Context: an optimization exercise on an open-source flow, tuned for small area, a short achievable clock period and few clock cycles per item. The choices shown serve that exercise and are no tape-out recipe.
Only simulation tests tie the RTL to the original design; equivalence was not proved.
The clock port is modelled as an ideal driver; clocking choices that lean on that would not hold on a real chip.
Power is estimated from default activity; no workload was simulated.

==> flow/design.v (outline; a module is shown in full before it is edited, if it fits) <==
// module dot_product_sequencer: 1946 lines
module dot_product_sequencer #(
    parameter int unsigned ADDR_W = 10,
    parameter int unsigned LEN_W  = 10
) (
    input  logic              clk,
    input  logic              rst,
    input  logic              start,
    input  logic [LEN_W-1:0]  len,
    input  logic [ADDR_W-1:0] a_base,
    input  logic [ADDR_W-1:0] b_base,
    output logic              mem_rd,
    output logic [ADDR_W-1:0] mem_addr_a,
    output logic [ADDR_W-1:0] mem_addr_b,
    input  logic [31:0]       mem_rdata_a,
    input  logic [31:0]       mem_rdata_b,
    output logic              busy,
    output logic              done,
    output logic [31:0]       result
);
  // ...
==> flow/flow/run.sh <==
#!/bin/bash
set -e
export SETUP_SLACK_MARGIN=7.8
export BUFFER_PORTS_ARGS="-buffer_cell sky130_fd_sc_hd__buf_1"
R=orfs/results/sky130hd/dot_product_sequencer/base
bash standard.sh synth > synth.log 2>&1
cp $R/1_2_yosys.v 1_2_yosys.standard.v
python3 flow/fapol.py 1_2_yosys.standard.v $R/1_2_yosys.v > fapol.log 2>&1
bash standard.sh cts > cts.log 2>&1
SKEW_BUFS="sky130_fd_sc_hd__clkbuf_1 sky130_fd_sc_hd__clkbuf_1 sky130_fd_sc_hd__clkbuf_8" SKEW_DB=$R/4_cts.odb openroad -no_init -exit flow/skew.tcl > skew.log 2>&1
bash standard.sh finish > standard.log 2>&1
==> flow/flow/fapol.py <==
#!/usr/bin/env python3
"""Re-assign full-adder polarity in a mapped sky130 netlist to remove inverters.

A full adder is self-dual: FA(~a,~b,~c) = (~sum, ~cout). Yosys' extract_fa picks each
adder's polarity on its own, which leaves inverters between adders. This pass chooses,
for every fa cell (and every xor2/xnor2 cell, which can swap type for free), whether it
works on inverted signals, so that as few inverters as possible remain, then rewires.
Usage: fapol.py IN.v OUT.v
"""
import re, sys, random
from collections import defaultdict

src = open(sys.argv[1]).read()
m = re.search(r'\n\s*sky130_fd_sc_hd__', src)
head_end = m.start()
tail_start = src.rindex('endmodule')
head, body, tail = src[:head_end], src[head_end:tail_start], src[tail_start:]

cell_re = re.compile(r'\s*(sky130_fd_sc_hd__\w+)\s+(\S+)\s*\((.*?)\);', re.S)
pin_re = re.compile(r'\.(\w+)\(\s*(.*?)\s*\)\s*(?:,|$)', re.S)
cells = []
pos = 0
for mm in cell_re.finditer(body):
    assert body[pos:mm.start()].strip() == '', body[pos:mm.start()][:200]
    pos = mm.end()
    pins = [(p, n) for p, n in pin_re.findall(mm.group(3))]
    cells.append({'type': mm.group(1), 'name': mm.group(2), 'pins': pins})
assert body[pos:].strip() == '', body[pos:][:200]

OUTPINS = {'X', 'Y', 'Q', 'Q_N', 'SUM', 'COUT', 'HI', 'LO'}
def short(t): return t.replace('sky130_fd_sc_hd__', '')
def is_inv(c): return re.match(r'(clk)?inv_\d+$', short(c['type'])) is not None

# ports: nets in the module header
port_nets = set()
for mm in re.finditer(r'^\s*(input|output|inout)\s+(\[[^\]]*\]\s*)?([^;]+);', head, re.M):
    for n in mm.group(3).split(','):
        port_nets.add(n.strip())
def base(n):
    n = n.strip()
    mm = re.match(r'(\\\S+|\w+)\s*(\[\d+\])?$', n)
    return mm.group(1) if mm else n
def is_port(n): return base(n) in port_nets
def is_const(n): return "'" in n

pushed_nets = []
driver = {}
sinks = defaultdict(list)   # net -> [(cell index, pin)]
for i, c in enumerate(cells):
    for p, n in c['pins']:
        if is_const(n):
            continue
        if p in OUTPINS:
            driver[n] = (i, p)
        else:
            sinks[n].append((i, p))

# push inverters that feed buffers to the buffer outputs: "inv -> buf" becomes
# "buf -> inv", so the inversion can be absorbed further down (xor cells, adder polarity)
def is_buf(c): return re.match(r'(clk)?buf_\d+$', short(c['type'])) is not None
npushed = 0
changed = True
while changed:
    changed = False
    for i in range(len(cells)):
        c = cells[i]
        if not is_buf(c):
            continue
        pins = dict(c['pins'])
        m = pins['A']; n = pins['X']
        d = driver.get(m)
        if d is None or not is_inv(cells[d[0]]) or is_port(n) or is_port(m):
            continue
        a = dict(cells[d[0]]['pins'])['A']
        if is_const(a):
            continue
        npushed += 1
        nn = f"_fapol_b{npushed}_"
        # buffer now reads the inverter's input and drives a new net; a new inverter drives n
        sinks[m] = [(ci, cp) for (ci, cp) in sinks[m] if ci != i]
        c['pins'] = [('A', a), ('X', nn)]
        sinks[a].append((i, 'A'))
        driver[nn] = (i, 'X')
        cells.append({'type': 'sky130_fd_sc_hd__inv_1', 'name': f"_fapol_bi{npushed}_",
                      'pins': [('A', nn), ('Y', n)]})
        driver[n] = (len(cells) - 1, 'Y')
        sinks[nn].append((len(cells) - 1, 'A'))
        pushed_nets.append(nn)
        changed = True
sys.stderr.write(f"fapol: pushed {npushed} inverters through buffers\n")

# inverters we may dissolve: output not a port, input not constant
dissolve = set()
for i, c in enumerate(cells):
    if is_inv(c):
        a = dict(c['pins'])['A']; y = dict(c['pins'])['Y']
        if not is_port(y) and not is_const(a):
            dissolve.add(i)

root_cache = {}
def root(n):
    if n in root_cache: return root_cache[n]
    d = driver.get(n)
    if d is not None and d[0] in dissolve:
        r, q = root(dict(cells[d[0]]['pins'])['A'])
        res = (r, q ^ 1)
    else:
        res = (n, 0)
    root_cache[n] = res
    return res

# variables: fa cells, xor2/xnor2 cells (type swap)
var_of_cell = {}
nvar = 0
for i, c in enumerate(cells):
    t = short(c['type'])
    if t.startswith('fa_') or t in ('xor2_1', 'xnor2_1'):
        var_of_cell[i] = nvar; nvar += 1

# each root net: which variable (if any) flips it
root_var = {}
for n, (i, p) in driver.items():
    if i in var_of_cell:
        root_var[n] = var_of_cell[i]

# sink records: for every sink pin of a non-dissolved cell (or port usage) on net n
# need = q(n) ^ flip(root) ^ pinflip
sink_list = []   # (cell idx, pin, root, q, pinvar or -1)
xor_in = defaultdict(list)
for i, c in enumerate(cells):
    if i in dissolve: continue
    t = short(c['type'])
    for p, n in c['pins']:
        if p in OUTPINS or is_const(n): continue
        r, q = root(n)
        if t in ('xor2_1', 'xnor2_1'):
            xor_in[i].append((p, r, q))   # parity absorbed into the cell type
            continue
        pv = var_of_cell[i] if t.startswith('fa_') else -1
        sink_list.append((i, p, r, q, pv))
# port nets driven by dissolved inverters are impossible (excluded); output ports that are
# roots read the root directly: need = flip(root)
port_sinks = []
for n in driver:
    if is_port(n):
        r, q = root(n)
        port_sinks.append((r, q))

by_root = defaultdict(list)
for k, s in enumerate(sink_list):
    by_root[s[2]].append(k)
var_roots = defaultdict(set)
for r, v in root_var.items():
    var_roots[v].add(r)
for k, (i, p, r, q, pv) in enumerate(sink_list):
    if pv >= 0: var_roots[pv].add(r)
port_roots = defaultdict(int)
for r, q in port_sinks:
    port_roots[r] |= 1

x = [0] * nvar
def root_cost(r):
    fr = x[root_var[r]] if r in root_var else 0
    if r in port_roots and fr:
        return 10 ** 6   # never flip a net that is a port
    for k in by_root[r]:
        i, p, _, q, pv = sink_list[k]
        if q ^ fr ^ (x[pv] if pv >= 0 else 0):
            return 1
    return 0

before = sum(1 for i in dissolve)
cost = sum(root_cost(r) for r in by_root)
sys.stderr.write(f"fapol: {nvar} variables, {len(dissolve)} inverters, initial cost {cost}\n")
random.seed(1)
import math
best_x = x[:]; best = cost
T = 2.0
iters = int(__import__("os").environ.get("FAPOL_ITERS", "400000"))
vr = [list(var_roots[v]) for v in range(nvar)]
for it in range(iters):
    T = 2.0 * (1 - it / iters) + 0.02
    v = random.randrange(nvar)
    rs = vr[v]
    c0 = sum(root_cost(r) for r in rs)
    x[v] ^= 1
    c1 = sum(root_cost(r) for r in rs)
    d = c1 - c0
    if d <= 0 or random.random() < math.exp(-d / T):
        cost += d
        if cost < best:
            best = cost; best_x = x[:]
    else:
        x[v] ^= 1
x = best_x
cost = sum(root_cost(r) for r in by_root)
sys.stderr.write(f"fapol: final inverter count {cost}\n")

# driver cells that have a complement with the same pins: swap the type instead of adding
# an inverter when every reader of the net wants it inverted
COMP = {}
for a_, b_ in [('nand2_1', 'and2_1'), ('nor2_1', 'or2_1'), ('nand3_1', 'and3_1'), ('nor3_1', 'or3_1'),
               ('a21oi_1', 'a21o_1'), ('o21ai_0', 'o21a_1'), ('o21ai_1', 'o21a_1'), ('a22oi_1', 'a22o_1'),
               ('a31oi_1', 'a31o_1'), ('o31ai_1', 'o31a_1'), ('a211oi_1', 'a211o_1'),
               ('o211ai_1', 'o211a_1'), ('nand2b_1', 'and2b_1'), ('nor2b_1', 'or2b_1'),
               ('a21boi_0', 'a21bo_1'), ('o21bai_1', 'o21ba_1')]:
    COMP[a_] = (b_, 'Y', 'X')
    if b_ not in COMP:
        COMP[b_] = (a_, 'X', 'Y')
extra = {}
def flip_of(r):
    return (x[root_var[r]] if r in root_var else 0) ^ extra.get(r, 0)
swapped = {}
nswap = 0
for r, ks in by_root.items():
    if r in root_var or r in port_roots or r not in driver:
        continue
    di, dp = driver[r]
    dt = short(cells[di]['type'])
    if dt not in COMP or di in dissolve:
        continue
    needs = []
    for k in ks:
        i, p, _, q, pv = sink_list[k]
        needs.append(q ^ flip_of(r) ^ (x[pv] if pv >= 0 else 0))
    if needs and all(needs):
        extra[r] = 1
        swapped[di] = COMP[dt]
        nswap += 1
sys.stderr.write(f"fapol: {nswap} drivers swapped to their complement\n")

# rewrite
newcells = []
inv_net = {}
uid = [0]
extra_wires = []
def inv_of(r):
    if r not in inv_net:
        uid[0] += 1
        n = f"_fapol_n{uid[0]}_"
        inv_net[r] = n
        extra_wires.append(n)
        newcells.append({'type': 'sky130_fd_sc_hd__inv_1', 'name': f"_fapol_i{uid[0]}_",
                         'pins': [('A', r), ('Y', n)]})
    return inv_net[r]

sink_need = {}
for k, (i, p, r, q, pv) in enumerate(sink_list):
    sink_need[(i, p)] = (r, q ^ flip_of(r) ^ (x[pv] if pv >= 0 else 0))

out = []
for i, c in enumerate(cells):
    if i in dissolve: continue
    t = short(c['type'])
    typ = c['type']
    pins = []
    swap = False
    if t in ('xor2_1', 'xnor2_1'):
        par = x[var_of_cell[i]]
        for (p_, r_, q_) in xor_in[i]:
            par ^= q_ ^ flip_of(r_)
        swap = bool(par)
    if swap:
        typ = 'sky130_fd_sc_hd__xnor2_1' if t == 'xor2_1' else 'sky130_fd_sc_hd__xor2_1'
    if i in swapped:
        typ = 'sky130_fd_sc_hd__' + swapped[i][0]
    for p, n in c['pins']:
        if p in OUTPINS:
            if swap: p = 'Y' if t == 'xor2_1' else 'X'
            if i in swapped and p == swapped[i][1]: p = swapped[i][2]
            pins.append((p, n))
        elif i in xor_in and any(pp_ == p for pp_, _, _ in xor_in[i]):
            pins.append((p, [r_ for pp_, r_, _ in xor_in[i] if pp_ == p][0]))
        elif (i, p) in sink_need:
            r, need = sink_need[(i, p)]
            pins.append((p, inv_of(r) if need else r))
        else:
            pins.append((p, n))
    out.append({'type': typ, 'name': c['name'], 'pins': pins})
out += newcells

def fmt(c):
    s = f"  {c['type']} {c['name']} (\n"
    s += ",\n".join(f"    .{p}({n}{' ' if n.startswith(chr(92)) else ''})" for p, n in c['pins'])
    return s + "\n  );\n"
wires = "".join(f"  wire {n};\n" for n in extra_wires + pushed_nets)
open(sys.argv[2], 'w').write(head.rstrip('\n') + "\n" + wires + "".join(fmt(c) for c in out) + tail)
sys.stderr.write(f"fapol: removed {len(dissolve)} inverters, added {len(newcells)}\n")
==> flow/flow/skew.tcl <==
# Delay the clock of the carry-save accumulator registers (s_acc, c_acc, ckg_r) by one extra
# buffer stage. Their inputs come from the multiplier tree (the long register-to-register
# paths); their outputs feed the tree again and the resolve adder, which have slack. None of
# them is on a path from an input or to an output.
set db_file $::env(SKEW_DB)
set buf_names $::env(SKEW_BUFS)
read_db $db_file
set block [ord::get_db_block]
set db [ord::get_db]
foreach b $buf_names {
  if {[$db findMaster $b] == "NULL"} { error "no master $b" }
}
set groups [dict create]
foreach inst [$block getInsts] {
  set name [$inst getName]
  if {[regexp {^(s_acc|c_acc|ckg_r)\\?\[} $name]} {
    set it [$inst findITerm CLK]
    set net [$it getNet]
    dict lappend groups [$net getName] $it
  }
}
set k 0
foreach netname [dict keys $groups] {
  set net [$block findNet $netname]
  set its [dict get $groups $netname]
  # centroid of the flops
  set sx 0; set sy 0; set n 0
  foreach it $its {
    set inst [$it getInst]
    set bb [$inst getBBox]
    set sx [expr {$sx + ([$bb xMin] + [$bb xMax]) / 2}]
    set sy [expr {$sy + ([$bb yMin] + [$bb yMax]) / 2}]
    incr n
  }
  set cx [expr {$sx / $n}]; set cy [expr {$sy / $n}]
  set drive $net
  set s 0
  foreach b $buf_names {
    set master [$db findMaster $b]
    set newnet [odb::dbNet_create $block "skew_clk_net_${k}_$s"]
    $newnet setSigType CLOCK
    set buf [odb::dbInst_create $block $master "skew_clk_buf_${k}_$s"]
    [$buf findITerm A] connect $drive
    [$buf findITerm X] connect $newnet
    $buf setLocation $cx $cy
    $buf setPlacementStatus PLACED
    set drive $newnet
    incr s
  }
  foreach it $its {
    $it disconnect
    $it connect $newnet
  }
  puts "skew: net $netname: moved $n flops behind $buf_names"
  incr k
}
global_connect
detailed_placement
check_placement
write_db $db_file
==> flow/standard.sh <==
#!/bin/bash
# synth_recipe.tcl (not shown) runs the flow's synth.tcl, then flattens the netlist and writes it again
# the make line also repeats each setting of config.mk as NAME=value (left out here)
make -C /OpenROAD-flow-scripts/flow DESIGN_CONFIG=/design/flow/config.mk WORK_HOME=/design/flow/orfs CLKGATE_MAP_FILE= SYNTH_SCRIPT=/design/flow/synth_recipe.tcl "${@:-finish}"
==> flow/config.mk <==
export PLATFORM = sky130hd
export DESIGN_NAME = dot_product_sequencer
export DESIGN_NICKNAME = dot_product_sequencer
export VERILOG_FILES = /design/flow/design.v
export SDC_FILE = /design/flow/constraint.sdc
export NUM_CORES = 4
export LEC_CHECK = 0
export CAP_MARGIN = 20
export CORE_MARGIN = 2
export CORE_UTILIZATION = 60
export SLEW_MARGIN = 20
==> flow/constraint.sdc <==
create_clock -name core_clock -period 12.0 [get_ports {clk}]
set_input_delay 2.4000 -clock core_clock [delete_from_list [all_inputs] [get_ports {clk}]]
set_output_delay 2.4000 -clock core_clock [all_outputs]
set_load 0.01 [all_outputs]
==> summary.md, run 1 <==
| Metric | Value |
|---|---|
| Number of antenna repair diodes | `1` |
| Starting density of the core | `60.6%` |
| Hold violation total from the final report | `0` |
| Final critical-path setup slack | `8080 ps` |
| Top-level port count | `152` |
| Switching Power | `3.63 mW` |
| Sequential Power Share | `15.4%` |
| Sequential cell area | `4470 um^2` |
| Relative slew slack | `27.1%` |
| Final Max Slew Viols | `0` |
| Crit-path leading delay family | `adder cells` |
| Vertical die dimension | `212 um` |
| RSZ-0062 raised after global routing | `no` |
| TritonCTS clock tree | `yes` |
| Pre-CTS setup slack | `7420 ps` |
| Share of final-layout standard cells stronger than drive strength 1 | `6.81%` |
| Final core utilization | `66.7%` |
| Final cell count without fillers | `3,170` |
| Most frequent cells in the layout | `sky130_fd_sc_hd__xnor2_1 (466), sky130_fd_sc_hd__a22oi_1 (440), sky130_fd_sc_hd__fa_1 (440)` |
| Seq power | `1.22 mW` |
| Dominant power group | `combinational logic` |
| Status | `timing/DRC/antenna clean` |
| Core ar. | `42,900 um^2` |
| HPWL after DPL | `55.4 mm` |
| Clock transition at the register clock pins on the worst setup and hold paths after CTS | `60 ps` |
| Total number of cells along the worst setup path | `10` |
| Delay of the slowest cell on the worst path | `530 ps` |
| Global routing usage on met1 | `47.9%` |
| Nature of the critical path endpoint | `register` |
| Clock network fraction of design power | `13.5%` |
| Tapcells | `585` |
| Leakage dissipation | `10.0 nW` |
| Pin count of the biggest net entering global routing | `51` |
| Number of standard cells after synthesis | `2,508` |
| Ratio of final minimum period to clock period | `32.7%` |
| Number of flip-flops and latches | `222` |
Testbench counts, summed over its fixed seeds: cycles 8,591, items 320.
==> run 2, diff against run 1 <==
--- a/flow/design.v
+++ b/flow/design.v
@@ -84,20 +84,20 @@
                      (!w_bx[2*i+2] && w_bx[2*i+1] && w_bx[2*i]);
             bn[i] <= w_bx[2*i+2];
         end
     end
     logic [31:0] s_acc, c_acc, s_in, c_in, s_nx, c_nx;
     logic [31:0] w_sum;    
     assign s_in = s_acc & {32{r_keep}};
     assign c_in = c_acc & {32{r_keep}};
-    logic [7-1:0] ckg_r, ckg_nx;
+    logic [3-1:0] ckg_r, ckg_nx;
     logic ck_c, ck_in;
     assign ck_in = ck_c & r_keep;
-    logic pp0, pp1, pp2, pp3, pp4, pp5, pp6, pp7, pp8, pp9, pp10, pp11, pp12, pp13, pp14, pp15, pp16, pp17, pp18, pp19, pp20, pp21, pp22, pp23, pp24, pp25, pp26, pp27, pp28, pp29, pp30, pp31, pp32, ps33, pp34, pp35, pp36, pp37, pp38, pp39, pp40, pp41, pp42, pp43, pp44, pp45, pp46, pp47, pp48, pp49, pp50, pp51, pp52, pp53, pp54, pp55, pp56, pp57, pp58, pp59, pp60, pp61, pp62, pp63, pp64, pp65, pp66, ps67, pp68, pp69, pp70, pp71, pp72, pp73, pp74, pp75, pp76, pp77, pp78, pp79, pp80, pp81, pp82, pp83, pp84, pp85, pp86, pp87, pp88, pp89, pp90, pp91, pp92, pp93, pp94, pp95, pp96, pp97, pp98, pp99, pp100, ps101, pp102, pp103, pp104, pp105, pp106, pp107, pp108, pp109, pp110, pp111, pp112, pp113, pp114, pp115, pp116, pp117, pp118, pp119, pp120, pp121, pp122, pp123, pp124, pp125, pp126, pp127, pp128, pp129, pp130, pp131, pp132, pp133, pp134, ps135, pp136, pp137, pp138, pp139, pp140, pp141, pp142, pp143, pp144, pp145, pp146, pp147, pp148, pp149, pp150, pp151, pp152, pp153, pp154, pp155, pp156, pp157, pp158, pp159, pp160, pp161, pp162, pp163, pp164, pp165, pp166, pp167, pp168, ps169, pp170, pp171, pp172, pp173, pp174, pp175, pp176, pp177, pp178, pp179, pp180, pp181, pp182, pp183, pp184, pp185, pp186, pp187, pp188, pp189, pp190, pp191, pp192, pp193, pp194, pp195, pp196, pp197, pp198, pp199, pp200, pp201, pp202, ps203, pp204, pp205, pp206, pp207, pp208, pp209, pp210, pp211, pp212, pp213, pp214, pp215, pp216, pp217, pp218, pp219, pp220, pp221, pp222, pp223, pp224, pp225, pp226, pp227, pp228, pp229, pp230, pp231, pp232, pp233, pp234, pp235, pp236, ps237, pp238, pp239, pp240, pp241, pp242, pp243, pp244, pp245, pp246, pp247, pp248, pp249, pp250, pp251, pp252, pp253, pp254, pp255, pp256, pp257, pp258, pp259, pp260, pp261, pp262, pp263, pp264, pp265, pp266, pp267, pp268, pp269, pp270, ps271, pp272, pp273, pp274, pp275, pp276, pp277, pp278, pp279, pp280, pp281, pp282, pp283, pp284, pp285, pp286, pp287, pp288, pp289, pp290, pp291, pp292, pp293, pp294, pp295, pp296, pp297, pp298, pp299, pp300, pp301, pp302, pp303, pp304, pp305, pp306, pp307, pp308, pp309, pp310, pp311, pp312, pp313, pp314, pp315, pp316, pp317, pp318, pp319, pp320, pp321, pp322, pp323, pp324, pp325, pp326, pp327, pp328, pp329, pp330, pp331, pp332, pp333, pp334, pp335, pp336, pp337, pp338, pp339, pp340, pp341, pp342, pp343, pp344, pp345, pp346, pp347, pp348, pp349, pp350, pp351, pp352, pp353, pp354, pp355, pp356, pp357, pp358, pp359, pp360, pp361, pp362, pp363, pp364, pp365, pp366, pp367, pp368, pp369, pp370, pp371, pp372, pp373, pp374, pp375, pp376, pp377, pp378, pp379, pp380, pp381, pp382, pp383, pp384, pp385, pp386, pp387, pp388, pp389, pp390, pp391, pp392, pp393, pp394, pp395, pp396, pp397, pp398, pp399, pp400, pp401, pp402, pp403, pp404, pp405, pp406, pp407, pp408, pp409, pp410, pp411, pp412, pp413, pp414, pp415, pp416, pp417, pp418, pp419, pp420, pp421, pp422, pp423, pp424, pp425, pp426, pp427, pp428, pp429, pp430, pp431, pp432, pp433, pp434, pp435, pp436, pp437, pp438, pp439, pp440, pp441, pp442, pp443, pp444, pp445, pp446, pp447, pp448, pp449, pp450, pp451, pp452, pp453, pp454, pp455, pp456, pp457, pp458, pp459, pp460, pp461, pp462, pp463, pp464, pp465, pp466, pp467, pp468, pp469, pp470, pp471, hs472, hc473, hs474, hc475, fs476, fc477, hs478, hc479, fs480, fc481, hs482, hc483, fs484, fc485, fs486, fc487, hs488, hc489, fs490, fc491, fs492, fc493, hs494, hc495, fs496, fc497, fs498, fc499, fs500, fc501, hs502, hc503, fs504, fc505, fs506, fc507, fs508, fc509, hs510, hc511, fs512, fc513, fs514, fc515, fs516, fc517, fs518, fc519, hs520, hc521, fs522, fc523, fs524, fc525, fs526, fc527, fs528, fc529, hs530, hc531, fs532, fc533, fs534, fc535, fs536, fc537, fs538, fc539, fs540, fc541, hs542, hc543, fs544, fc545, fs546, fc547, fs548, fc549, fs550, fc551, fs552, fc553, hs554, hc555, fs556, fc557, fs558, fc559, fs560, fc561, fs562, fc563, fs564, fc565, fs566, fc567, hs568, hc569, fs570, fc571, fs572, fc573, fs574, fc575, fs576, fc577, fs578, fc579, fs580, fc581, hs582, hc583, g584, p585, g586, p587, g588, p589, g590, p591, g592, p593, g594, p595, g596, p597, g598, p599, g600, p601, g602, p603, g604, p605, g606, p607, g608, p609, g610, p611, g612, p613, G614, G615, P616, G617, G618, G619, G620, G621, P622, G623, G624, G625, G626, P627, G628, P629, G630, G631, P632, G633, G634, G635, P636, G637, G638, P639, G640, P641, G642, P643, G644, P645, G646, P647, G648, P649, G650, P651, G652, P653, G654, P655, hs656, hc657, fs658, fc659, fs660, fc661, fs662, fc663, fs664, fc665, hs666, hc667, hs668, hc669, hs670, hc671, fs672, fc673, hs674, hc675, fs676, fc677, hs678, hc679, fs680, fc681, fs682, fc683, hs684, hc685, fs686, fc687, fs688, fc689, hs690, hc691, fs692, fc693, fs694, fc695, fs696, fc697, hs698, hc699, fs700, fc701, fs702, fc703, fs704, fc705, hs706, hc707, fs708, fc709, fs710, fc711, fs712, fc713, fs714, fc715, hs716, hc717, fs718, fc719, fs720, fc721, fs722, fc723, fs724, fc725, hs726, hc727, fs728, fc729, fs730, fc731, fs732, fc733, fs734, fc735, fs736, fc737, hs738, hc739, fs740, fc741, fs742, fc743, fs744, fc745, fs746, fc747, fs748, fc749, hs750, hc751, fs752, fc753, fs754, fc755, fs756, fc757, fs758, fc759, fs760, fc761, hs762, hc763, fs764, fc765, fs766, fc767, fs768, fc769, fs770, fc771, fs772, fc773, fs774, fc775, fs776, fc777, fs778, fc779, fs780, fc781, fs782, fc783, fs784, fc785, hs786, hc787, fs788, fc789, fs790, fc791, fs792, fc793, fs794, fc795, fs796, fc797, fs798, fc799, fs800, fc801, fs802, fc803, fs804, fc805, hs806, hc807, fs808, fc809, fs810, fc811, fs812, fc813, fs814, fc815, fs816, fc817, fs818, fc819, fs820, fc821, hs822, hc823, fs824, fc825, fs826, fc827, fs828, fc829, fs830, fc831, fs832, fc833, hs834, hc835, fs836, fc837, fs838, fc839, fs840, fc841, hs842, hc843, fs844, fc845, hs846, hc847, fs848, fc849, fs850, fc851, fs852, fc853, fs854, fc855, fs856, fc857, fs858, fc859, fs860, fc861, fs862, fc863, hs864, hc865, fs866, fc867, fs868, fc869, fs870, fc871, fs872, fc873, fs874, fc875, fs876, fc877, fs878, fc879, fs880, fc881, fs882, fc883, fs884, fc885, fs886, fc887, fs888, fc889, fs890, fc891, fs892, fc893, fs894, fc895, fs896, fc897, fs898, fc899, fs900, fc901, fs902, fc903, fs904, fc905, fs906, fc907, fs908, fc909, fs910, fc911, fs912, fc913, fs914, fc915, fs916, fc917, fs918, fc919, fs920, fc921, fs922, fc923, fs924, fc925, fs926, fc927, fs928, fc929, fs930, fc931, fs932, fc933, fs934, fc935, fs936, fc937, fs938, fc939, fs940, fc941, fs942, fc943, fs944, fc945, fs946, fc947, fs948, fc949, fs950, fc951, fs952, fc953, fs954, fc955, fs956, fc957, fs958, fc959, fs960, fc961, fs962, fc963, fs964, fc965, fs966, fc967, fs968, fc969, fs970, fc971, fs972, fc973, fs974, fc975, fs976, fc977, fs978, fc979, fs980, fc981, fs982, fc983, fs984, fc985, fs986, fc987, fs988, fc989, fs990, fc991, fs992, fc993, fs994, fc995, fs996, fc997, fs998, fc999, fs1000, fc1001, fs1002, fc1003, fs1004, fc1005, fs1006, fc1007, fs1008, fc1009, fs1010, fc1011, fs1012, fc1013, fs1014, fc1015, fs1016, fc1017, fs1018, fc1019, fs1020, fc1021, fs1022, fc1023, fs1024, fc1025, fs1026, fc1027, fs1028, fc1029, fs1030, fc1031, fs1032, fc1033, fs1034, fc1035, fs1036, fc1037, fs1038, fc1039, fs1040, fc1041, fs1042, fc1043, fs1044, fc1045, fs1046, fc1047, fs1048, fc1049, fs1050, fc1051, fs1052, fc1053, fs1054, fc1055, fs1056, fc1057, fs1058, fc1059, fs1060, fc1061, fs1062, fc1063, fs1064, fc1065, fs1066, fc1067, fs1068, fc1069, fs1070, fc1071, fs1072, fc1073, fs1074, fc1075, fs1076, fc1077, fs1078, fc1079, fs1080, fc1081, fs1082, fc1083, fs1084, fc1085, fs1086, fc1087, hs1088, hc1089, fs1090, fc1091, fs1092, fc1093, fs1094, fc1095, fs1096, fc1097, hs1098, hc1099, fs1100, fc1101, fs1102, fc1103, hs1104, hc1105, fs1106, fc1107, fs1108, fc1109, fs1110, fc1111, fs1112, fc1113, fs1114, fc1115, fs1116, fc1117, fs1118, fc1119, fs1120, fc1121, fs1122, fc1123, fs1124, fc1125, fs1126, fc1127, fs1128, fc1129, fs1130, fc1131, fs1132, fc1133, fs1134, fc1135, fs1136, fc1137, fs1138, fc1139, fs1140, fc1141, fs1142, fc1143, fs1144, fc1145, fs1146, fc1147, fs1148, fc1149, fs1150, fc1151, fs1152, fc1153, fs1154, fc1155, fs1156, fc1157, fs1158, fc1159, fs1160, fc1161, fs1162, fc1163, fs1164, fc1165, fs1166, fc1167, fs1168, fc1169, fs1170, fc1171, fs1172, fc1173, fs1174, fc1175, fs1176, fc1177, fs1178, fc1179, fs1180, fc1181, fs1182, fc1183, fs1184, fc1185, fs1186, fc1187, fs1188, fc1189, fs1190, fc1191, fs1192, fc1193, fs1194, fc1195, fs1196, fc1197, fs1198, fc1199, fs1200, fc1201, fs1202, fc1203, fs1204, fc1205, fs1206, fc1207, fs1208, fc1209, fs1210, fc1211, fs1212, fc1213, fs1214, fc1215, fs1216, fc1217, fs1218, fc1219, fs1220, fc1221, fs1222, fc1223, fs1224, fc1225, fs1226, fc1227, fs1228, fc1229, fs1230, fc1231, fs1232, fc1233, fs1234, fc1235, fs1236, fc1237, fs1238, fc1239, fs1240, fc1241, fs1242, fc1243, fs1244, fc1245, fs1246, fc1247, fs1248, fc1249, fs1250, fc1251, fs1252, fc1253, fs1254, fc1255, fs1256, fc1257, fs1258, fc1259, fs1260, fc1261, fs1262, fc1263, fs1264, fc1265, fs1266, fc1267, fs1268, fc1269, fs1270, fc1271, fs1272, fc1273, fs1274, fc1275, fs1276, fc1277, fs1278, fc1279, fs1280, fc1281, fs1282, fc1283, fs1284, fc1285, fs1286, fc1287, fs1288, fc1289, hs1290, hc1291, fs1292, fc1293, fs1294, fc1295, fs1296, fc1297, fs1298, fc1299, fs1300, fc1301, fs1302, fc1303, fs1304, fc1305, fs1306, fc1307, fs1308, fc1309, fs1310, fc1311, fs1312, fc1313, fs1314, fc1315, fs1316, fc1317, fs1318, fc1319, fs1320, fc1321, fs1322, fc1323, fs1324, fc1325, fs1326, fc1327, fs1328, fc1329, fs1330, fc1331, fs1332, fc1333, fs1334, fc1335, fs1336, fc1337, fs1338, fc1339, fs1340, fc1341, fs1342, fc1343, fs1344, fc1345, fs1346, fc1347, fs1348, fc1349, fs1350, fc1351, fs1352, fc1353, fs1354, fc1355, fs1356, fc1357, fs1358, fc1359, fs1360, fc1361, fs1362, fc1363, fs1364, fc1365, fs1366, fc1367, fs1368, fc1369, fs1370, fc1371, fs1372, fc1373, fs1374, fc1375, fs1376, fc1377, fs1378, fc1379, fs1380, fc1381, fs1382, fc1383, fs1384, fc1385, fs1386, fc1387, fs1388, fc1389, fs1390, fc1391, fs1392, fc1393, fs1394, fc1395, fs1396, fc1397, fs1398, fc1399, fs1400, fc1401, fs1402, fc1403, fs1404, fc1405, fs1406, fc1407, fs1408, fc1409, fs1410, fc1411, hs1412, hc1413, fs1414, fc1415, fs1416, fc1417, fs1418, fc1419, fs1420, fc1421, fs1422, fc1423, fs1424, fc1425, fs1426, fc1427, fs1428, fc1429, fs1430, fc1431, fs1432, fc1433, fs1434, fc1435, fs1436, fc1437, fs1438, fc1439, fs1440, fc1441, fs1442, fc1443, fs1444, fc1445, fs1446, fc1447, fs1448, fc1449, fs1450, fc1451, fs1452, fc1453, fs1454, fc1455, fs1456, fc1457, fs1458, fc1459, fs1460, fc1461, fs1462, fc1463, fs1464, fc1465, fs1466, fc1467, fs1468, fc1469, fs1470, fc1471, fs1472, fc1473, fs1474, fc1475, hs1476, hc1477, fs1478, fc1479, fs1480, fc1481, fs1482, fc1483, fs1484, fc1485, fs1486, fc1487, fs1488, fc1489, fs1490, fc1491, fs1492, fc1493, fs1494, fc1495, fs1496, fc1497, fs1498, fc1499, fs1500, fc1501, fs1502, fc1503, fs1504, fc1505, fs1506, fc1507, fs1508, fc1509, fs1510, fc1511, fs1512, fc1513, fs1514, fc1515, fs1516, fc1517, fs1518, fc1519, fs1520, fc1521, fs1522, fc1523, fs1524, fc1525, fs1526, fc1527, fs1528, fc1529, fs1530, fc1531, fs1532, fc1533, fs1534, fc1535, fs1536, fc1537, fs1538, fc1539, ag1540, ap1541, ag1542, ap1543, ag1544, ap1545, ag1546, ap1547, ag1548, ap1549, ag1550, ap1551, ag1552, ap1553, ag1554, ap1555, ag1556, ap1557, ag1558, ap1559, ag1560, ap1561, ag1562, ap1563, ag1564, ap1565, ag1566, ap1567, ag1568, ap1569, ag1570, ap1571, ag1572, ap1573, ag1574, ap1575, ag1576, ap1577, ag1578, ap1579, ag1580, ap1581, ag1582, ap1583, ag1584, ap1585, ag1586, ap1587, ag1588, ap1589, ag1590, ap1591, ag1592, ap1593, ag1594, ap1595, ag1596, ap1597, ag1598, ap1599, ag1600, ap1601, ag1602, ap1603, bg1604, bg1605, bp1606, bg1607, bp1608, bg1609, bp1610, bg1611, bp1612, bg1613, bp1614, bg1615, bp1616, bg1617, bp1618, bg1619, bp1620, bg1621, bp1622, bg1623, bp1624, bg1625, bp1626, bg1627, bp1628, bg1629, bp1630, bg1631, bp1632, bg1633, bp1634, bg1635, bg1636, bg1637, bp1638, bg1639, bp1640, bg1641, bp1642, bg1643, bp1644, bg1645, bp1646, bg1647, bp1648, bg1649, bp1650, bg1651, bp1652, bg1653, bp1654, bg1655, bp1656, bg1657, bp1658, bg1659, bp1660, bg1661, bp1662, bg1663, bp1664, bg1665, bg1666, bg1667, bg1668, bg1669, bp1670, bg1671, bp1672, bg1673, bp1674, bg1675, bp1676, bg1677, bp1678, bg1679, bp1680, bg1681, bp1682, bg1683, bp1684, bg1685, bp1686, bg1687, bp1688, bg1689, bp1690, bg1691, bp1692, bg1693, bg1694, bg1695, bg1696, bg1697, bg1698, bg1699, bg1700, bg1701, bp1702, bg1703, bp1704, bg1705, bp1706, bg1707, bp1708, bg1709, bp1710, bg1711, bp1712, bg1713, bp1714, bg1715, bp1716, bg1717, bg1718, bg1719, bg1720, bg1721, bg1722, bg1723, bg1724, bg1725, bg1726, bg1727, bg1728, bg1729, bg1730, bg1731, bg1732;
+    logic pp0, pp1, pp2, pp3, pp4, pp5, pp6, pp7, pp8, pp9, pp10, pp11, pp12, pp13, pp14, pp15, pp16, pp17, pp18, pp19, pp20, pp21, pp22, pp23, pp24, pp25, pp26, pp27, pp28, pp29, pp30, pp31, pp32, ps33, pp34, pp35, pp36, pp37, pp38, pp39, pp40, pp41, pp42, pp43, pp44, pp45, pp46, pp47, pp48, pp49, pp50, pp51, pp52, pp53, pp54, pp55, pp56, pp57, pp58, pp59, pp60, pp61, pp62, pp63, pp64, pp65, pp66, ps67, pp68, pp69, pp70, pp71, pp72, pp73, pp74, pp75, pp76, pp77, pp78, pp79, pp80, pp81, pp82, pp83, pp84, pp85, pp86, pp87, pp88, pp89, pp90, pp91, pp92, pp93, pp94, pp95, pp96, pp97, pp98, pp99, pp100, ps101, pp102, pp103, pp104, pp105, pp106, pp107, pp108, pp109, pp110, pp111, pp112, pp113, pp114, pp115, pp116, pp117, pp118, pp119, pp120, pp121, pp122, pp123, pp124, pp125, pp126, pp127, pp128, pp129, pp130, pp131, pp132, pp133, pp134, ps135, pp136, pp137, pp138, pp139, pp140, pp141, pp142, pp143, pp144, pp145, pp146, pp147, pp148, pp149, pp150, pp151, pp152, pp153, pp154, pp155, pp156, pp157, pp158, pp159, pp160, pp161, pp162, pp163, pp164, pp165, pp166, pp167, pp168, ps169, pp170, pp171, pp172, pp173, pp174, pp175, pp176, pp177, pp178, pp179, pp180, pp181, pp182, pp183, pp184, pp185, pp186, pp187, pp188, pp189, pp190, pp191, pp192, pp193, pp194, pp195, pp196, pp197, pp198, pp199, pp200, pp201, pp202, ps203, pp204, pp205, pp206, pp207, pp208, pp209, pp210, pp211, pp212, pp213, pp214, pp215, pp216, pp217, pp218, pp219, pp220, pp221, pp222, pp223, pp224, pp225, pp226, pp227, pp228, pp229, pp230, pp231, pp232, pp233, pp234, pp235, pp236, ps237, pp238, pp239, pp240, pp241, pp242, pp243, pp244, pp245, pp246, pp247, pp248, pp249, pp250, pp251, pp252, pp253, pp254, pp255, pp256, pp257, pp258, pp259, pp260, pp261, pp262, pp263, pp264, pp265, pp266, pp267, pp268, pp269, pp270, ps271, pp272, pp273, pp274, pp275, pp276, pp277, pp278, pp279, pp280, pp281, pp282, pp283, pp284, pp285, pp286, pp287, pp288, pp289, pp290, pp291, pp292, pp293, pp294, pp295, pp296, pp297, pp298, pp299, pp300, pp301, pp302, pp303, pp304, pp305, pp306, pp307, pp308, pp309, pp310, pp311, pp312, pp313, pp314, pp315, pp316, pp317, pp318, pp319, pp320, pp321, pp322, pp323, pp324, pp325, pp326, pp327, pp328, pp329, pp330, pp331, pp332, pp333, pp334, pp335, pp336, pp337, pp338, pp339, pp340, pp341, pp342, pp343, pp344, pp345, pp346, pp347, pp348, pp349, pp350, pp351, pp352, pp353, pp354, pp355, pp356, pp357, pp358, pp359, pp360, pp361, pp362, pp363, pp364, pp365, pp366, pp367, pp368, pp369, pp370, pp371, pp372, pp373, pp374, pp375, pp376, pp377, pp378, pp379, pp380, pp381, pp382, pp383, pp384, pp385, pp386, pp387, pp388, pp389, pp390, pp391, pp392, pp393, pp394, pp395, pp396, pp397, pp398, pp399, pp400, pp401, pp402, pp403, pp404, pp405, pp406, pp407, pp408, pp409, pp410, pp411, pp412, pp413, pp414, pp415, pp416, pp417, pp418, pp419, pp420, pp421, pp422, pp423, pp424, pp425, pp426, pp427, pp428, pp429, pp430, pp431, pp432, pp433, pp434, pp435, pp436, pp437, pp438, pp439, pp440, pp441, pp442, pp443, pp444, pp445, pp446, pp447, pp448, pp449, pp450, pp451, pp452, pp453, pp454, pp455, pp456, pp457, pp458, pp459, pp460, pp461, pp462, pp463, pp464, pp465, pp466, pp467, pp468, pp469, pp470, pp471, hs472, hc473, hs474, hc475, fs476, fc477, hs478, hc479, fs480, fc481, hs482, hc483, fs484, fc485, fs486, fc487, hs488, hc489, fs490, fc491, fs492, fc493, hs494, hc495, fs496, fc497, fs498, fc499, fs500, fc501, hs502, hc503, fs504, fc505, fs506, fc507, fs508, fc509, hs510, hc511, fs512, fc513, fs514, fc515, fs516, fc517, fs518, fc519, hs520, hc521, fs522, fc523, fs524, fc525, fs526, fc527, fs528, fc529, hs530, hc531, fs532, fc533, fs534, fc535, fs536, fc537, fs538, fc539, fs540, fc541, hs542, hc543, fs544, fc545, fs546, fc547, fs548, fc549, fs550, fc551, fs552, fc553, hs554, hc555, fs556, fc557, fs558, fc559, fs560, fc561, fs562, fc563, fs564, fc565, fs566, fc567, hs568, hc569, fs570, fc571, fs572, fc573, fs574, fc575, fs576, fc577, fs578, fc579, fs580, fc581, hs582, hc583, g584, p585, g586, p587, g588, p589, g590, p591, g592, p593, g594, p595, g596, p597, g598, p599, g600, p601, g602, p603, g604, p605, g606, p607, g608, p609, g610, p611, g612, p613, G614, G615, P616, G617, G618, G619, G620, G621, P622, G623, G624, G625, G626, P627, G628, P629, G630, G631, P632, G633, G634, G635, P636, G637, G638, G639, G640, G641, G642, P643, G644, P645, G646, P647, G648, P649, G650, P651, G652, P653, G654, P655, hs656, hc657, fs658, fc659, fs660, fc661, fs662, fc663, fs664, fc665, hs666, hc667, hs668, hc669, hs670, hc671, fs672, fc673, hs674, hc675, fs676, fc677, hs678, hc679, fs680, fc681, fs682, fc683, hs684, hc685, fs686, fc687, fs688, fc689, hs690, hc691, fs692, fc693, fs694, fc695, fs696, fc697, hs698, hc699, fs700, fc701, fs702, fc703, fs704, fc705, hs706, hc707, fs708, fc709, fs710, fc711, fs712, fc713, fs714, fc715, hs716, hc717, fs718, fc719, fs720, fc721, fs722, fc723, fs724, fc725, hs726, hc727, fs728, fc729, fs730, fc731, fs732, fc733, fs734, fc735, fs736, fc737, hs738, hc739, fs740, fc741, fs742, fc743, fs744, fc745, fs746, fc747, fs748, fc749, hs750, hc751, fs752, fc753, fs754, fc755, fs756, fc757, fs758, fc759, fs760, fc761, hs762, hc763, fs764, fc765, fs766, fc767, fs768, fc769, fs770, fc771, fs772, fc773, fs774, fc775, fs776, fc777, fs778, fc779, fs780, fc781, fs782, fc783, fs784, fc785, hs786, hc787, fs788, fc789, fs790, fc791, fs792, fc793, fs794, fc795, fs796, fc797, fs798, fc799, fs800, fc801, fs802, fc803, fs804, fc805, hs806, hc807, fs808, fc809, fs810, fc811, fs812, fc813, fs814, fc815, fs816, fc817, fs818, fc819, fs820, fc821, hs822, hc823, fs824, fc825, fs826, fc827, fs828, fc829, fs830, fc831, fs832, fc833, hs834, hc835, fs836, fc837, fs838, fc839, fs840, fc841, hs842, hc843, fs844, fc845, hs846, hc847, fs848, fc849, fs850, fc851, fs852, fc853, fs854, fc855, fs856, fc857, fs858, fc859, fs860, fc861, fs862, fc863, hs864, hc865, fs866, fc867, fs868, fc869, fs870, fc871, fs872, fc873, fs874, fc875, fs876, fc877, fs878, fc879, fs880, fc881, fs882, fc883, fs884, fc885, fs886, fc887, fs888, fc889, fs890, fc891, fs892, fc893, fs894, fc895, fs896, fc897, fs898, fc899, fs900, fc901, fs902, fc903, fs904, fc905, fs906, fc907, fs908, fc909, fs910, fc911, fs912, fc913, fs914, fc915, fs916, fc917, fs918, fc919, fs920, fc921, fs922, fc923, fs924, fc925, fs926, fc927, fs928, fc929, fs930, fc931, fs932, fc933, fs934, fc935, fs936, fc937, fs938, fc939, fs940, fc941, fs942, fc943, fs944, fc945, fs946, fc947, fs948, fc949, fs950, fc951, fs952, fc953, fs954, fc955, fs956, fc957, fs958, fc959, fs960, fc961, fs962, fc963, fs964, fc965, fs966, fc967, fs968, fc969, fs970, fc971, fs972, fc973, fs974, fc975, fs976, fc977, fs978, fc979, fs980, fc981, fs982, fc983, fs984, fc985, fs986, fc987, fs988, fc989, fs990, fc991, fs992, fc993, fs994, fc995, fs996, fc997, fs998, fc999, fs1000, fc1001, fs1002, fc1003, fs1004, fc1005, fs1006, fc1007, fs1008, fc1009, fs1010, fc1011, fs1012, fc1013, fs1014, fc1015, fs1016, fc1017, fs1018, fc1019, fs1020, fc1021, fs1022, fc1023, fs1024, fc1025, fs1026, fc1027, fs1028, fc1029, fs1030, fc1031, fs1032, fc1033, fs1034, fc1035, fs1036, fc1037, fs1038, fc1039, fs1040, fc1041, fs1042, fc1043, fs1044, fc1045, fs1046, fc1047, fs1048, fc1049, fs1050, fc1051, fs1052, fc1053, fs1054, fc1055, fs1056, fc1057, fs1058, fc1059, fs1060, fc1061, fs1062, fc1063, fs1064, fc1065, fs1066, fc1067, fs1068, fc1069, fs1070, fc1071, fs1072, fc1073, fs1074, fc1075, fs1076, fc1077, fs1078, fc1079, fs1080, fc1081, fs1082, fc1083, fs1084, fc1085, fs1086, fc1087, hs1088, hc1089, fs1090, fc1091, fs1092, fc1093, fs1094, fc1095, fs1096, fc1097, hs1098, hc1099, fs1100, fc1101, fs1102, fc1103, hs1104, hc1105, fs1106, fc1107, fs1108, fc1109, fs1110, fc1111, fs1112, fc1113, fs1114, fc1115, fs1116, fc1117, fs1118, fc1119, fs1120, fc1121, fs1122, fc1123, fs1124, fc1125, fs1126, fc1127, fs1128, fc1129, fs1130, fc1131, fs1132, fc1133, fs1134, fc1135, fs1136, fc1137, fs1138, fc1139, fs1140, fc1141, fs1142, fc1143, fs1144, fc1145, fs1146, fc1147, fs1148, fc1149, fs1150, fc1151, fs1152, fc1153, fs1154, fc1155, fs1156, fc1157, fs1158, fc1159, fs1160, fc1161, fs1162, fc1163, fs1164, fc1165, fs1166, fc1167, fs1168, fc1169, fs1170, fc1171, fs1172, fc1173, fs1174, fc1175, fs1176, fc1177, fs1178, fc1179, fs1180, fc1181, fs1182, fc1183, fs1184, fc1185, fs1186, fc1187, fs1188, fc1189, fs1190, fc1191, fs1192, fc1193, fs1194, fc1195, fs1196, fc1197, fs1198, fc1199, fs1200, fc1201, fs1202, fc1203, fs1204, fc1205, fs1206, fc1207, fs1208, fc1209, fs1210, fc1211, fs1212, fc1213, fs1214, fc1215, fs1216, fc1217, fs1218, fc1219, fs1220, fc1221, fs1222, fc1223, fs1224, fc1225, fs1226, fc1227, fs1228, fc1229, fs1230, fc1231, fs1232, fc1233, fs1234, fc1235, fs1236, fc1237, fs1238, fc1239, fs1240, fc1241, fs1242, fc1243, fs1244, fc1245, fs1246, fc1247, fs1248, fc1249, fs1250, fc1251, fs1252, fc1253, fs1254, fc1255, fs1256, fc1257, fs1258, fc1259, fs1260, fc1261, fs1262, fc1263, fs1264, fc1265, fs1266, fc1267, fs1268, fc1269, fs1270, fc1271, fs1272, fc1273, fs1274, fc1275, fs1276, fc1277, fs1278, fc1279, fs1280, fc1281, fs1282, fc1283, fs1284, fc1285, fs1286, fc1287, fs1288, fc1289, hs1290, hc1291, fs1292, fc1293, fs1294, fc1295, fs1296, fc1297, fs1298, fc1299, fs1300, fc1301, fs1302, fc1303, fs1304, fc1305, fs1306, fc1307, fs1308, fc1309, fs1310, fc1311, fs1312, fc1313, fs1314, fc1315, fs1316, fc1317, fs1318, fc1319, fs1320, fc1321, fs1322, fc1323, fs1324, fc1325, fs1326, fc1327, fs1328, fc1329, fs1330, fc1331, fs1332, fc1333, fs1334, fc1335, fs1336, fc1337, fs1338, fc1339, fs1340, fc1341, fs1342, fc1343, fs1344, fc1345, fs1346, fc1347, fs1348, fc1349, fs1350, fc1351, fs1352, fc1353, fs1354, fc1355, fs1356, fc1357, fs1358, fc1359, fs1360, fc1361, fs1362, fc1363, fs1364, fc1365, fs1366, fc1367, fs1368, fc1369, fs1370, fc1371, fs1372, fc1373, fs1374, fc1375, fs1376, fc1377, fs1378, fc1379, fs1380, fc1381, fs1382, fc1383, fs1384, fc1385, fs1386, fc1387, fs1388, fc1389, fs1390, fc1391, fs1392, fc1393, fs1394, fc1395, fs1396, fc1397, fs1398, fc1399, fs1400, fc1401, fs1402, fc1403, fs1404, fc1405, fs1406, fc1407, fs1408, fc1409, fs1410, fc1411, hs1412, hc1413, fs1414, fc1415, fs1416, fc1417, fs1418, fc1419, fs1420, fc1421, fs1422, fc1423, fs1424, fc1425, fs1426, fc1427, fs1428, fc1429, fs1430, fc1431, fs1432, fc1433, fs1434, fc1435, fs1436, fc1437, fs1438, fc1439, fs1440, fc1441, fs1442, fc1443, fs1444, fc1445, fs1446, fc1447, fs1448, fc1449, fs1450, fc1451, fs1452, fc1453, fs1454, fc1455, fs1456, fc1457, fs1458, fc1459, fs1460, fc1461, fs1462, fc1463, fs1464, fc1465, fs1466, fc1467, fs1468, fc1469, fs1470, fc1471, fs1472, fc1473, fs1474, fc1475, hs1476, hc1477, fs1478, fc1479, fs1480, fc1481, fs1482, fc1483, fs1484, fc1485, fs1486, fc1487, fs1488, fc1489, fs1490, fc1491, fs1492, fc1493, fs1494, fc1495, fs1496, fc1497, fs1498, fc1499, fs1500, fc1501, fs1502, fc1503, fs1504, fc1505, fs1506, fc1507, fs1508, fc1509, fs1510, fc1511, fs1512, fc1513, fs1514, fc1515, fs1516, fc1517, fs1518, fc1519, fs1520, fc1521, fs1522, fc1523, fs1524, fc1525, fs1526, fc1527, fs1528, fc1529, fs1530, fc1531, fs1532, fc1533, fs1534, fc1535, fs1536, fc1537, fs1538, fc1539, ag1540, ap1541, ag1542, ap1543, ag1544, ap1545, ag1546, ap1547, ag1548, ap1549, ag1550, ap1551, ag1552, ap1553, ag1554, ap1555, ag1556, ap1557, ag1558, ap1559, ag1560, ap1561, ag1562, ap1563, ag1564, ap1565, ag1566, ap1567, ag1568, ap1569, ag1570, ap1571, ag1572, ap1573, ag1574, ap1575, ag1576, ap1577, ag1578, ap1579, ag1580, ap1581, ag1582, ap1583, ag1584, ap1585, ag1586, ap1587, ag1588, ap1589, ag1590, ap1591, ag1592, ap1593, ag1594, ap1595, ag1596, ap1597, ag1598, ap1599, ag1600, ap1601, ag1602, ap1603, bg1604, bg1605, bp1606, bg1607, bp1608, bg1609, bp1610, bg1611, bp1612, bg1613, bp1614, bg1615, bp1616, bg1617, bp1618, bg1619, bp1620, bg1621, bp1622, bg1623, bp1624, bg1625, bp1626, bg1627, bp1628, bg1629, bp1630, bg1631, bp1632, bg1633, bp1634, bg1635, bg1636, bg1637, bp1638, bg1639, bp1640, bg1641, bp1642, bg1643, bp1644, bg1645, bp1646, bg1647, bp1648, bg1649, bp1650, bg1651, bp1652, bg1653, bp1654, bg1655, bp1656, bg1657, bp1658, bg1659, bp1660, bg1661, bp1662, bg1663, bp1664, bg1665, bg1666, bg1667, bg1668, bg1669, bp1670, bg1671, bp1672, bg1673, bp1674, bg1675, bp1676, bg1677, bp1678, bg1679, bp1680, bg1681, bp1682, bg1683, bp1684, bg1685, bp1686, bg1687, bp1688, bg1689, bp1690, bg1691, bp1692, bg1693, bg1694, bg1695, bg1696, bg1697, bg1698, bg1699, bg1700, bg1701, bp1702, bg1703, bp1704, bg1705, bp1706, bg1707, bp1708, bg1709, bp1710, bg1711, bp1712, bg1713, bp1714, bg1715, bp1716, bg1717, bg1718, bg1719, bg1720, bg1721, bg1722, bg1723, bg1724, bg1725, bg1726, bg1727, bg1728, bg1729, bg1730, bg1731, bg1732;
     assign pp0 = (bo[0] & a_r[0]) ^ bn[0];
     assign pp1 = ((bo[0] & a_r[1]) | (bt[0] & a_r[0])) ^ bn[0];
     assign pp2 = ((bo[0] & a_r[2]) | (bt[0] & a_r[1])) ^ bn[0];
     assign pp3 = ((bo[0] & a_r[3]) | (bt[0] & a_r[2])) ^ bn[0];
     assign pp4 = ((bo[0] & a_r[4]) | (bt[0] & a_r[3])) ^ bn[0];
     assign pp5 = ((bo[0] & a_r[5]) | (bt[0] & a_r[4])) ^ bn[0];
     assign pp6 = ((bo[0] & a_r[6]) | (bt[0] & a_r[5])) ^ bn[0];
     assign pp7 = ((bo[0] & a_r[7]) | (bt[0] & a_r[6])) ^ bn[0];
@@ -726,42 +726,38 @@
     assign G630 = G628 | (P629 & G625);
     assign G631 = g612 | (p613 & g610);
     assign P632 = p613 & p611;
     assign G633 = G631 | (P632 & G630);
     assign G634 = 1'b0 | (pp1 & g584);
     assign G635 = g588 | (p589 & g586);
     assign P636 = p589 & p587;
     assign G637 = G635 | (P636 & G634);
-    assign ckg_nx[0] = G637;
-    assign G638 = g592 | (p593 & g590);
-    assign P639 = p593 & p591;
-    assign G640 = g594 | (p595 & G638);
-    assign P641 = p595 & P639;
-    assign G642 = g596 | (p597 & G640);
-    assign P643 = p597 & P641;
-    assign ckg_nx[1] = G642;
-    assign ckg_nx[2] = P643;
-    assign G644 = g600 | (p601 & g598);
-    assign P645 = p601 & p599;
-    assign G646 = g604 | (p605 & g602);
-    assign P647 = p605 & p603;
+    assign G638 = g590 | (p591 & G637);
+    assign G639 = g592 | (p593 & G638);
+    assign G640 = g594 | (p595 & G639);
+    assign G641 = g596 | (p597 & G640);
+    assign ckg_nx[0] = G641;
+    assign G642 = g600 | (p601 & g598);
+    assign P643 = p601 & p599;
+    assign G644 = g602 | (p603 & G642);
+    assign P645 = p603 & P643;
+    assign G646 = g606 | (p607 & g604);
+    assign P647 = p607 & p605;
     assign G648 = G646 | (P647 & G644);
     assign P649 = P647 & P645;
-    assign ckg_nx[3] = G648;
-    assign ckg_nx[4] = P649;
-    assign G650 = g608 | (p609 & g606);
-    assign P651 = p609 & p607;
-    assign G652 = g610 | (p611 & G650);
-    assign P653 = p611 & P651;
-    assign G654 = g612 | (p613 & G652);
-    assign P655 = p613 & P653;
-    assign ckg_nx[5] = G654;
-    assign ckg_nx[6] = P655;
-    assign ck_c = (ckg_r[5] | (ckg_r[6] & (ckg_r[3] | (ckg_r[4] & (ckg_r[1] | (ckg_r[2] & ckg_r[0]))))));
+    assign G650 = g608 | (p609 & G648);
+    assign P651 = p609 & P649;
+    assign G652 = g612 | (p613 & g610);
+    assign P653 = p613 & p611;
+    assign G654 = G652 | (P653 & G650);
+    assign P655 = P653 & P651;
+    assign ckg_nx[1] = G654;
+    assign ckg_nx[2] = P655;
+    assign ck_c = (ckg_r[1] | (ckg_r[2] & ckg_r[0]));
     assign hs656 = bn[8] ^ s_in[0];
     assign hc657 = bn[8] & s_in[0];
     assign fs658 = c_in[0] ^ ck_in ^ hs656;
     assign fc659 = (c_in[0] & ck_in) | (c_in[0] & hs656) | (ck_in & hs656);
     assign fs660 = pp16 ^ pp48 ^ pp80;
     assign fc661 = (pp16 & pp48) | (pp16 & pp80) | (pp48 & pp80);
     assign fs662 = pp112 ^ pp144 ^ pp176;
     assign fc663 = (pp112 & pp144) | (pp112 & pp176) | (pp144 & pp176);
==> run 2 against run 1 <==
  * Critical path depth down 5
  * Synthesized area decreased by 0.55%
  * First-iteration DRC count down 13%
  * Clock skew down 4.7 ps
  * Critical path type is now input pin to register
  * Largest cell class unchanged
  * Largest power group unchanged
==> summary.md, run 2 <==
| Metric | Value |
|---|---|
| Core Rows | `76` |
| Routed length per instance | `26.1 um` |
| Synthesized net count | `3,120` |
| Total number of cells along the worst setup path | `5 (-5)` |
| Min-Delay Path Depth | `1` |
| Clock sinks | `218` |
| GRT Resource Usage Total | `37.5%` |
| Number of antenna violations at the first check in global routing | `0` |
| Final Max Slew Viols | `0 (unchanged)` |
| Clock insertion delay at the later pin of the skew report | `960 ps` |
| Routed wire length | `81.0 mm` |
| Total of max-cap violations | `0` |
| Worst hold path startpoint | `r_t2` |
| Number of buffers on the longest clock path | `3` |
| Setup crit start kind | `input pin` |
| Vertical die dimension | `212 um (-0.27%)` |
| Hold violation total from the final report | `0 (unchanged)` |
| Most common cell after layout, fill and taps aside | `sky130_fd_sc_hd__xnor2_1` |
| Cts-stage hold buffer count | `0` |
| Crit-path leading delay family | `compound AO/OA/AOI/OAI gates` |
| Largest fanout on the critical path | `9` |
| Area growth from synthesis to final layout | `8.94%` |
| Final setup vio count | `0` |
| Pin count of the biggest net entering global routing | `65 (+27%)` |
| Violation count after the first detailed-routing iteration | `1,970` |
| Delay of the slowest cell on the worst path | `630 ps (+100 ps)` |
| Reg2Reg Depth | `9` |
| Share of final-layout standard cells stronger than drive strength 1 | `6.56% (-0.25 points)` |
| Starting density of the core | `60.4% (-0.20 points)` |
| Placed cells | `3,019` |
| Die footprint | `44,800 um^2` |
| Classification of the worst setup path | `input pin to register` |
| First-pass iteration count of the detailed router | `7` |
| Relative slew slack | `40.8% (+14 points)` |
| Leakage dissipation | `9.90 nW (-1.4%)` |
| Core ar. | `42,800 um^2 (-0.22%)` |
| Ratio of final minimum period to clock period | `32.8% (+0.077 points)` |
| Remaining global-route overflow | `0` |
| Transition time of the tightest slew-check pin | `887 ps` |
| # H-tree levels | `1` |
| Gp weighted congestion | `0.901` |
| Flop-to-flop setup slack | `8110 ps` |
| Worst min-delay path category | `register to register` |
| Via count | `20,129` |
| Filler cells | `3,498` |
| Status | `timing/DRC/antenna clean` |
| Required time at the endpoint of the critical path | `12,430 ps` |
| Buffers on Ports | `151` |
| Nature of the critical path endpoint | `register` |
| Endpoint with the worst hold slack | `r_t3` |
| Combined buffer and inverter count along the critical path | `3` |
| Setup TNS Final | `0 ps` |
| Number of antenna repair diodes | `0 (-1)` |
| Cell chain of the critical path | `buf_1, a21oi_1, buf_4, inv_1, a311oi_1` |
| Wire length of the first global-routing pass | `126 mm` |
| Clock buffer count from CTS | `26` |
| Achievable Freq | `254 MHz` |
| Power per Cell Area | `272 nW/um^2` |
| Number of standard cells after synthesis | `2,499 (-0.36%)` |
| Data arrival at the endpoint of the critical path | `4360 ps` |
| Worst VDD drop | `0.173 mV` |
| Master of the slowest instance on the critical path | `sky130_fd_sc_hd__a21oi_1` |
| Clock transition at the register clock pins on the worst setup and hold paths after CTS | `60 ps (about the same)` |
| Die outline width | `212 um` |
| Top-level port count | `152 (unchanged)` |
| Time the final worst path needs with I/O delays and setup | `3930 ps` |
| Average vias per placed instance | `6.48` |
| Number of warnings reported in the yosys synthesis log | `1` |
| HPWL after DPL | `56.2 mm (+1.4%)` |
| Setup Skew | `407 ps` |
| Total power after layout | `7.67 mW` |
| TritonCTS clock tree | `yes` |
| Avg Inst Size Synth | `10.3 um^2` |
| RR Endpoint | `c_acc[16]` |
| Most frequent cells in the layout | `sky130_fd_sc_hd__xnor2_1 (476), sky130_fd_sc_hd__fa_1 (441), sky130_fd_sc_hd__a22oi_1 (439)` |
| Final cell count without fillers | `3,106 (-2.0%)` |
| CTS root buffer | `sky130_fd_sc_hd__clkbuf_16` |
| Via count of the first global-routing pass | `21,506` |
| Summed instance area of the synthesized netlist | `25,900 um^2` |
| Number of remaining DRC errors | `0` |
| Count of nets after finishing | `3,164` |
| Worst flop-to-flop path startpoint | `bt[9]` |
| RSZ-0062 raised after global routing | `no` |
| DRT antenna net count | `0` |
==> run 2: worst max path at each step <==
| stage | start | to |
|---|---|---|
| CTS | a_r[11] | c_acc[18] |
| finish | rst | r_result[25] |
| floorplan | bn[15] | c_acc[19] |
| global route | bt[4] | ckg_r[1] |
| detailed placement | bo[6] | c_acc[13] |
| global placement | bo[6] | c_acc[13] |
==> run 2: final cells by class <==
cell class	instances	area (um^2)	area share [%]
Inverter	53	199	0.706
Buffer	39	277	0.982
Sequential cell	218	4420	15.7
Clock inverter	9	151	0.537
Tap cell	546	683	2.43
Multi-Input combinational cell	1973	20300	72.2
Timing Repair Buffer	232	1390	4.92
Clock buffer	36	718	2.55
==> run 2: metrics by stage <==
stage	hold slack [ps]	instance area [um^2]	util [%]	setup WS, ps
6_report	439	28200	65.8	8070
5_1_grt	470	28200	65.8	7950
4_1_cts	441	27900	65.2	7800
3_5_place_dp	427	26700	62.5	7390
3_3_place_gp	416	26700	62.5	7420
2_1_floorplan	414	25900	-	7810
==> run 2: repair_timing <==
item	in CTS	in global routing
buffers inserted	3	0
endpoints found under the setup margin	53	0
gates resized for setup	79	0
==> run 2: power breakdown <==
group / total, mW / leakage, nW / internal, mW / switching (mW)
sequential: 1.20 / 1.82 / 1.05 / 0.144
combinational: 5.49 / 7.54 / 2.53 / 2.96
clock: 0.986 / 0.544 / 0.609 / 0.378
total: 7.67 / 9.90 / 4.19 / 3.48
==> run 2: metal layers <==
layer / routed length, um / vias to the layer above / track usage, % / part of all wire (%)
met1: 31000 / 10040 / 49.8 / 38
met5: 0 / - / 0 / 0
li1: - / 8538 / - / -
met2: 36800 / 1260 / 57.9 / 45
met4: 4690 / 0 / 19.4 / 5.8
met3: 8590 / 291 / 8.23 / 11
Testbench counts of run 2, summed over its fixed seeds: cycles 8,591, items 320.
==> run 3, diff against run 2 <==
==> flow/flow/run.sh (replaced) <==
#!/bin/bash
set -e
export SETUP_SLACK_MARGIN=7.95
export BUFFER_PORTS_ARGS="-buffer_cell sky130_fd_sc_hd__buf_1"
R=orfs/results/sky130hd/dot_product_sequencer/base
bash standard.sh synth > synth.log 2>&1
cp $R/1_2_yosys.v 1_2_yosys.standard.v
python3 flow/fapol.py 1_2_yosys.standard.v $R/1_2_yosys.v > fapol.log 2>&1
bash standard.sh cts > cts.log 2>&1
SKEW_BUFS="sky130_fd_sc_hd__clkbuf_1 sky130_fd_sc_hd__clkbuf_1 sky130_fd_sc_hd__clkbuf_1 sky130_fd_sc_hd__clkbuf_8" SKEW_DB=$R/4_cts.odb openroad -no_init -exit flow/skew.tcl > skew.log 2>&1
bash standard.sh finish > standard.log 2>&1
==> run 3 against run 2 <==
  * Via count rose by 6.7%
  * Die area is the same
  * Still clean on timing, DRC and antenna
  * Count of clock-buffer cells in the layout grew 2
  * Cell area grew 7.8%
  * Setup slack got worse by 27 ps
  * Clock skew increased by 110 ps
  * Worst hold slack about the same
  * Sequential power about the same
  * Power grew 4.8%
  * Synthesized area stayed put
  * Sequential cell count did not move
  * Global-route usage up 5.0 points
==> summary.md, run 3 <==
| Metric | Value |
|---|---|
| Status | `timing/DRC/antenna clean` |
| Worst flop-to-flop path startpoint | `ckg_r[2]` |
| Clock insertion delay at the later pin of the skew report | `1100 ps (+140 ps)` |
| # H-tree levels | `1 (unchanged)` |
| Nature of the critical path endpoint | `register` |
| Remaining global-route overflow | `0 (unchanged)` |
| Final Max Slew Viols | `0 (unchanged)` |
| RSZ-0062 raised after global routing | `yes` |
| Global routing usage on met1 | `53.7% (+3.9 points)` |
| Number of warnings reported in the yosys synthesis log | `1 (unchanged)` |
| Most common cell after layout, fill and taps aside | `sky130_fd_sc_hd__xnor2_1` |
| Via count | `21,484 (+6.7%)` |
| Required time at the endpoint of the critical path | `12,440 ps (about the same)` |
| Core Rows | `76 (unchanged)` |
| Grt peak-use layer | `met2` |
| Die outline width | `212 um (unchanged)` |
| Data arrival at the endpoint of the critical path | `4400 ps (+40 ps)` |
| HPWL after DPL | `55.9 mm (-0.50%)` |
| Min-Delay Path Depth | `1 (unchanged)` |
| Largest fanout on the critical path | `3 (-6)` |
| Most frequent cells in the layout | `sky130_fd_sc_hd__xnor2_1 (473), sky130_fd_sc_hd__a22oi_1 (433), sky130_fd_sc_hd__fa_1 (428)` |
| Average vias per placed instance | `6.75 (+4.2%)` |
| Top-level port count | `152 (unchanged)` |
| Number of remaining DRC errors | `0 (unchanged)` |
| Transition time of the tightest slew-check pin | `809 ps (-77.7 ps)` |
| Filler cells | `3,169 (-9.4%)` |
| Core ar. | `42,800 um^2 (unchanged)` |
| TritonCTS clock tree | `yes` |
| Share of final-layout standard cells stronger than drive strength 1 | `10.7% (+4.1 points)` |
| Met3 demand-to-capacity share in global routing | `14.7% (+6.5 points)` |
| Final critical-path setup slack | `8040 ps (-27.1 ps)` |
| Relative slew slack | `46.0% (+5.2 points)` |
| Ratio of final minimum period to clock period | `33.0% (+0.23 points)` |
| Time the final worst path needs with I/O delays and setup | `3960 ps (+27.1 ps)` |
| Violation count after the first detailed-routing iteration | `2,429 (+23%)` |
| Area growth from synthesis to final layout | `17.4%` |
| Clock sinks | `218 (unchanged)` |
| Worst hold path startpoint | `r_t1` |
| Clock buffer count from CTS | `26 (unchanged)` |
| Avg Inst Size Synth | `10.3 um^2 (unchanged)` |
| Reg2Reg Depth | `10 (+1)` |
| Setup Skew | `517 ps (+109 ps)` |
| Post-place instance area | `26,700 um^2 (unchanged)` |
| RR Endpoint | `r_result[25]` |
| Pin count of the biggest net entering global routing | `51 (-22%)` |
| Routed wire length | `92.0 mm (+14%)` |
| Worst min-delay path category | `register to register` |
| Synthesized net count | `3,120 (unchanged)` |
| Hold violation total from the final report | `0 (unchanged)` |
| Summed instance area of the synthesized netlist | `25,900 um^2 (unchanged)` |
| CTS root buffer | `sky130_fd_sc_hd__clkbuf_16` |
| Clock transition at the register clock pins on the worst setup and hold paths after CTS | `70 ps (about the same)` |
| Gp weighted congestion | `0.898 (-0.37%)` |
| Achievable Freq | `252 MHz (-0.69%)` |
| M2 GR Usage | `61.4% (+3.5 points)` |
| Number of antenna violations at the first check in global routing | `2 (+2)` |
| Buffers on Ports | `151 (unchanged)` |
| Count of nets after finishing | `3,236 (+2.3%)` |
| Starting density of the core | `60.4% (unchanged)` |
| Setup TNS Final | `0 ps (unchanged)` |
| Routed length per instance | `28.9 um (+11%)` |
| Area of the multi-input gates | `20,500 um^2 (+0.57%)` |
| Number of buffers on the longest clock path | `3 (unchanged)` |
| First-pass iteration count of the detailed router | `9 (+2)` |
| Total of max-cap violations | `0 (unchanged)` |
| GRT Resource Usage Total | `42.5% (+5.0 points)` |
| Classification of the worst setup path | `register to register` |
| Flop-to-flop setup slack | `8040 ps (-70 ps)` |
| Leakage dissipation | `10.9 nW (+9.8%)` |
| Worst VDD drop | `0.225 mV (+30%)` |
| Die footprint | `44,800 um^2 (unchanged)` |
[run 3: critical path, delay by kind of cell, from the launching register on]
| kind | cells | cell delay, ps |
|---|---|---|
| buf+inv | 1 | 180 |
| fa+ha+maj | 2 | 900 |
| flops | 1 | 300 |
| compound gates | 7 | 1970 |
[run 3: final cells by class]
| type | count | area share, % |
|---|---|---|
| multi-input combinational | 1973 | 67.4 |
| sequential | 218 | 14.8 |
| timing repair buffer | 291 | 10.6 |
| clock buffer | 38 | 2.52 |
| tap | 546 | 2.25 |
| buffer | 52 | 1.07 |
| clock inverter | 9 | 0.738 |
| inverter | 53 | 0.655 |
| antenna | 1 | 0.00824 |
[run 3: routing by layer]
metal | share of wire (%) | wire, um
met5 | 0.016 | 15
met4 | 8.5 | 7790
met3 | 14 | 12900
met2 | 42 | 38800
met1 | 35 | 32500
[run 3: repair_timing]
action                                  4_1_cts  5_1_grt
endpoints found under the setup margin       63       15
pin swaps                                    51        1
cloned                                       32        0
gates resized for setup                     255        2
buffers inserted                             29        1
[run 3: worst max path at each step]
stage | startpoint | end | slack (ps) | depth (start not counted)
2_1_floorplan | bn[3] | c_acc[14] | 7940 | 9
3_3_place_gp | bo[6] | c_acc[13] | 7390 | 9
3_5_place_dp | bo[6] | c_acc[13] | 7350 | 9
4_1_cts | a_r[23] | c_acc[18] | 7920 | 9
5_1_grt | ckg_r[2] | r_result[25] | 7870 | 10
6_report | ckg_r[2] | r_result[25] | 8040 | 10
[run 3: through the flow]
step | total power [mW] | std cells | hold WS [ps] | util, %
after floorplan | 5.26 | 2499 | 414 | -
after global placement | 6.51 | 3019 | 415 | 62.5
after detailed placement | 6.82 | 3019 | 428 | 62.5
after CTS | 7.90 | 3127 | 443 | 70.1
after global routing | 8.92 | 3180 | 458 | 70.9
final | 8.04 | 3181 | 440 | 70.9
[run 3: power by group]
part	switching, mW	internal (mW)	total (mW)
Clock	0.416	0.716	1.13
Combinational	3.05	2.66	5.70
Sequential	0.153	1.05	1.20

Setup slack of run 3, layout unchanged: 8.040 ns with ideal ports, 8.040 ns with driving cells assumed (clock clkbuf_16, inputs buf_2), 7.653 ns with port delays also shifted by the 0.895 ns mid clock arrival. Its clock arrivals span 0.629 to 1.161 ns, so the last figure is rough.
